This design comes from an exercise in tuning for small area, a short achievable clock period and few clock cycles per item on the open sky130 flow, not from production work. Only simulation tests tie the RTL to the original design; equivalence was not proved. Power and IR drop assume default switching activity.

// muldiv_engine
module muldiv_engine #(
  parameter int WIDTH      = 32,
  parameter int MUL_STAGES = 2
) (
  input  logic             clock,
  input  logic             reset,
  input  logic             flush,
  input  logic [WIDTH-1:0] in_src0,
  input  logic [WIDTH-1:0] in_src1,
  input  logic [1:0]       in_op,
  input  logic             in_sign,
  input  logic             in_valid,
  output logic             in_ready,
  output logic             out_valid,
  input  logic             out_ready,
  output logic [WIDTH-1:0] out_res0,
  output logic [WIDTH-1:0] out_res1,
  output logic             busy
);
  localparam logic [2:0] IDLE = 3'd0;
  localparam logic [2:0] MUL  = 3'd1;
  localparam logic [2:0] NORM = 3'd2;
  localparam logic [2:0] DIV  = 3'd3;
  localparam logic [2:0] DONE = 3'd4;
  localparam logic [1:0] OP_MUL = 2'd1;
  localparam logic [1:0] OP_DIV = 2'd2;
  logic [2:0]  state;
  logic [4:0]  cnt;      
  logic [63:0] P;        
  logic [34:0] A;        
  logic [32:0] B;        
  logic        qneg, qnz;
  logic [4:0]  qpos;
  logic [5:0]  bc;       
  logic accept;
  assign in_ready  = (state == IDLE) && !flush;
  assign accept    = in_valid && in_ready;
  assign out_valid = (state == DONE);
  assign busy      = (state != IDLE);
  logic [31:0] qmask;
  always_comb
    for (int i = 0; i < 32; i++) qmask[i] = qneg & qnz & (qpos < i);
  assign out_res0 = P[31:0] ^ qmask;
  assign out_res1 = P[63:32];
  function automatic logic [5:0] muldiv_len(input logic [31:0] t);
    muldiv_len[5] = t[31];
    muldiv_len[4] = t[15] & ~t[31];
    muldiv_len[3] = (t[7] & ~t[15]) | (t[23] & ~t[31]);
    muldiv_len[2] = 1'b0;
    muldiv_len[1] = 1'b0;
    muldiv_len[0] = 1'b0;
    for (int m = 3; m < 32; m += 8) muldiv_len[2] = muldiv_len[2] | (t[m] & ~t[m+4]);
    for (int m = 1; m < 32; m += 4) muldiv_len[1] = muldiv_len[1] | (t[m] & ~t[m+2]);
    for (int m = 0; m < 31; m += 2) muldiv_len[0] = muldiv_len[0] | (t[m] & ~t[m+1]);
  endfunction
  logic        nega, negb, dz, swap;
  logic [31:0] yb, ysrc, mcand, mplier;
  logic [34:0] ealign;
  logic [31:0] ea, eb, tha, thb;
  logic [5:0]  la, lb;
  logic        dtriv;
  logic [6:0]  diff;
  assign nega   = in_sign & in_src0[31];
  ...
Size: about 3100 cells after synthesis, roughly 0.025 mm^2 of cells after synthesis.
export LEC_CHECK = 0
export CAP_MARGIN = 20
export CORE_MARGIN = 2
export CORE_UTILIZATION = 40
export SLEW_MARGIN = 20
export TNS_END_PERCENT = 5
create_clock -name core_clock -period 11.0 [get_ports {clock}]
standard.sh (not shown) runs the stock make flow with config.mk's settings and CLKGATE_MAP_FILE= SYNTH_SCRIPT=/design/flow/synth_recipe.tcl, a recipe that flattens the netlist after the stock synthesis.
==> flow/flow/run.sh <==
#!/bin/bash
# Standard synthesis and layout. Only repair settings differ: the setup
# repair margin is raised so that repair_timing works towards a shorter
# period than the 11 ns clock, the ports get plain buffers, and repair may
# swap a cell for one of another footprint.
set -euo pipefail
bash standard.sh synth > synth.log 2>&1
bash standard.sh finish SETUP_SLACK_MARGIN=6 MATCH_CELL_FOOTPRINT=0 \
  'BUFFER_PORTS_ARGS=-buffer_cell sky130_fd_sc_hd__buf_4' > layout.log 2>&1
Testbench counts at the start, summed over its fixed seeds: cycles 19,131, items 3,200.
Rerun with:
--- a/flow/design.v
+++ b/flow/design.v
@@ -25,18 +25,19 @@
   localparam logic [1:0] OP_MUL = 2'd1;
   localparam logic [1:0] OP_DIV = 2'd2;
   logic [2:0]  state;
   logic [4:0]  cnt;      
   logic [63:0] P;        
   logic [34:0] A;        
   logic [32:0] B;        
   logic        qneg, qnz;
   logic [4:0]  qpos;
+  logic        dpos, dneg;   
   logic [5:0]  bc;       
   logic accept;
   assign in_ready  = (state == IDLE) && !flush;
   assign accept    = in_valid && in_ready;
   assign out_valid = (state == DONE);
   assign busy      = (state != IDLE);
   logic [31:0] qmask;
   always_comb
     for (int i = 0; i < 32; i++) qmask[i] = qneg & qnz & (qpos < i);
@@ -129,19 +130,19 @@
   assign my0  = {{3{pp0[34]}}, pp0};
   assign cs_s = ml ^ my1 ^ my0;
   assign cs_c = (ml & my1) | (ml & my0) | (my1 & my0);
   assign mu   = {2'b00, cs_c[37]} - {2'b00, my1[37]} - {2'b00, my0[37]};
   muldiv_add #(.N(64)) u_mul (.a({P[59:34], cs_s}), .b({{23{mu[2]}}, mu, cs_c[36:0], 1'b0}),
                               .cin(1'b0), .s(mul_next));
   logic [34:0] rx, d1, d2a, eh;
   logic [35:0] d2b, cs3_s, cs3_c;
   logic        sd1, sd2a, sd2b;
-  logic        ge1, ge2, dpos, dneg, cval, cdec;
+  logic        ge1, ge2, cval, cdec;
   logic [31:0] r2;
   assign rx    = {{3{dneg & P[63]}}, P[63:32]};
   assign eh    = {A[34], A[34:1]};
   assign cval  = dneg | dpos;
   assign cdec  = ~dneg & dpos;
   assign cs3_s = {rx[34], rx} ^ {A[34], A} ^ {eh[34], eh};
   assign cs3_c = {((rx & A) | (rx & eh) | (A & eh)), cval};
   muldiv_add2 #(.N(35)) u_d1  (.a(rx), .b(A),  .cv(cval), .cd(cdec), .s(d1),  .sd(sd1));
   muldiv_add2 #(.N(35)) u_d2a (.a(rx), .b(eh), .cv(cval), .cd(cdec), .s(d2a), .sd(sd2a));
The new run went through all stages and came out clean.
Design area is higher by 3.2%.
Power is higher by 2.6%.
Maximum frequency decreases by 1.8%.
Global-route usage goes up by 0.97 points.
Non-clock buffer count went up by 41.
Setup slack is worse by 0.10 ns.
Sequential share of layout area came out lower by 0.50 points.
Wire length is higher by 6.6%.
Register-to-register slack gets better by 0.10 ns.
Critical path depth does not change.
Cell count goes up by 2.5%.
Core utilization rose by 0.43 points.
Testbench counts after the change, summed over its fixed seeds: cycles 19,131, items 3,200.

-- afterwards: timing with drivers on the ports --
In the flow no input, the clock included, has a driving cell. The finished layouts below were timed again as built, in two steps. Step 1, drivers: a clkbuf_16 drives clock and a buf_2 each remaining input, both assumed. Step 2 times the ports against the registers' clock, not the clock port: input delays grow and output delays shrink by t, the midpoint of the rising clock arrivals with the driver on. Three values: ideal, step 1, step 2; two values: the first two.
run	t, ns	setup WS [ns]	worst setup path after step 2
the first run	0.552	5.412 / 5.429 / 4.877	input to register
the second run	0.546	5.312 / 5.354 / 4.808	input to register
After both steps setup and hold are still met in every run listed. For the first run, which loses most, drivers alone change the setup slack by +0.017 ns; drivers and shift together by -0.535 ns.
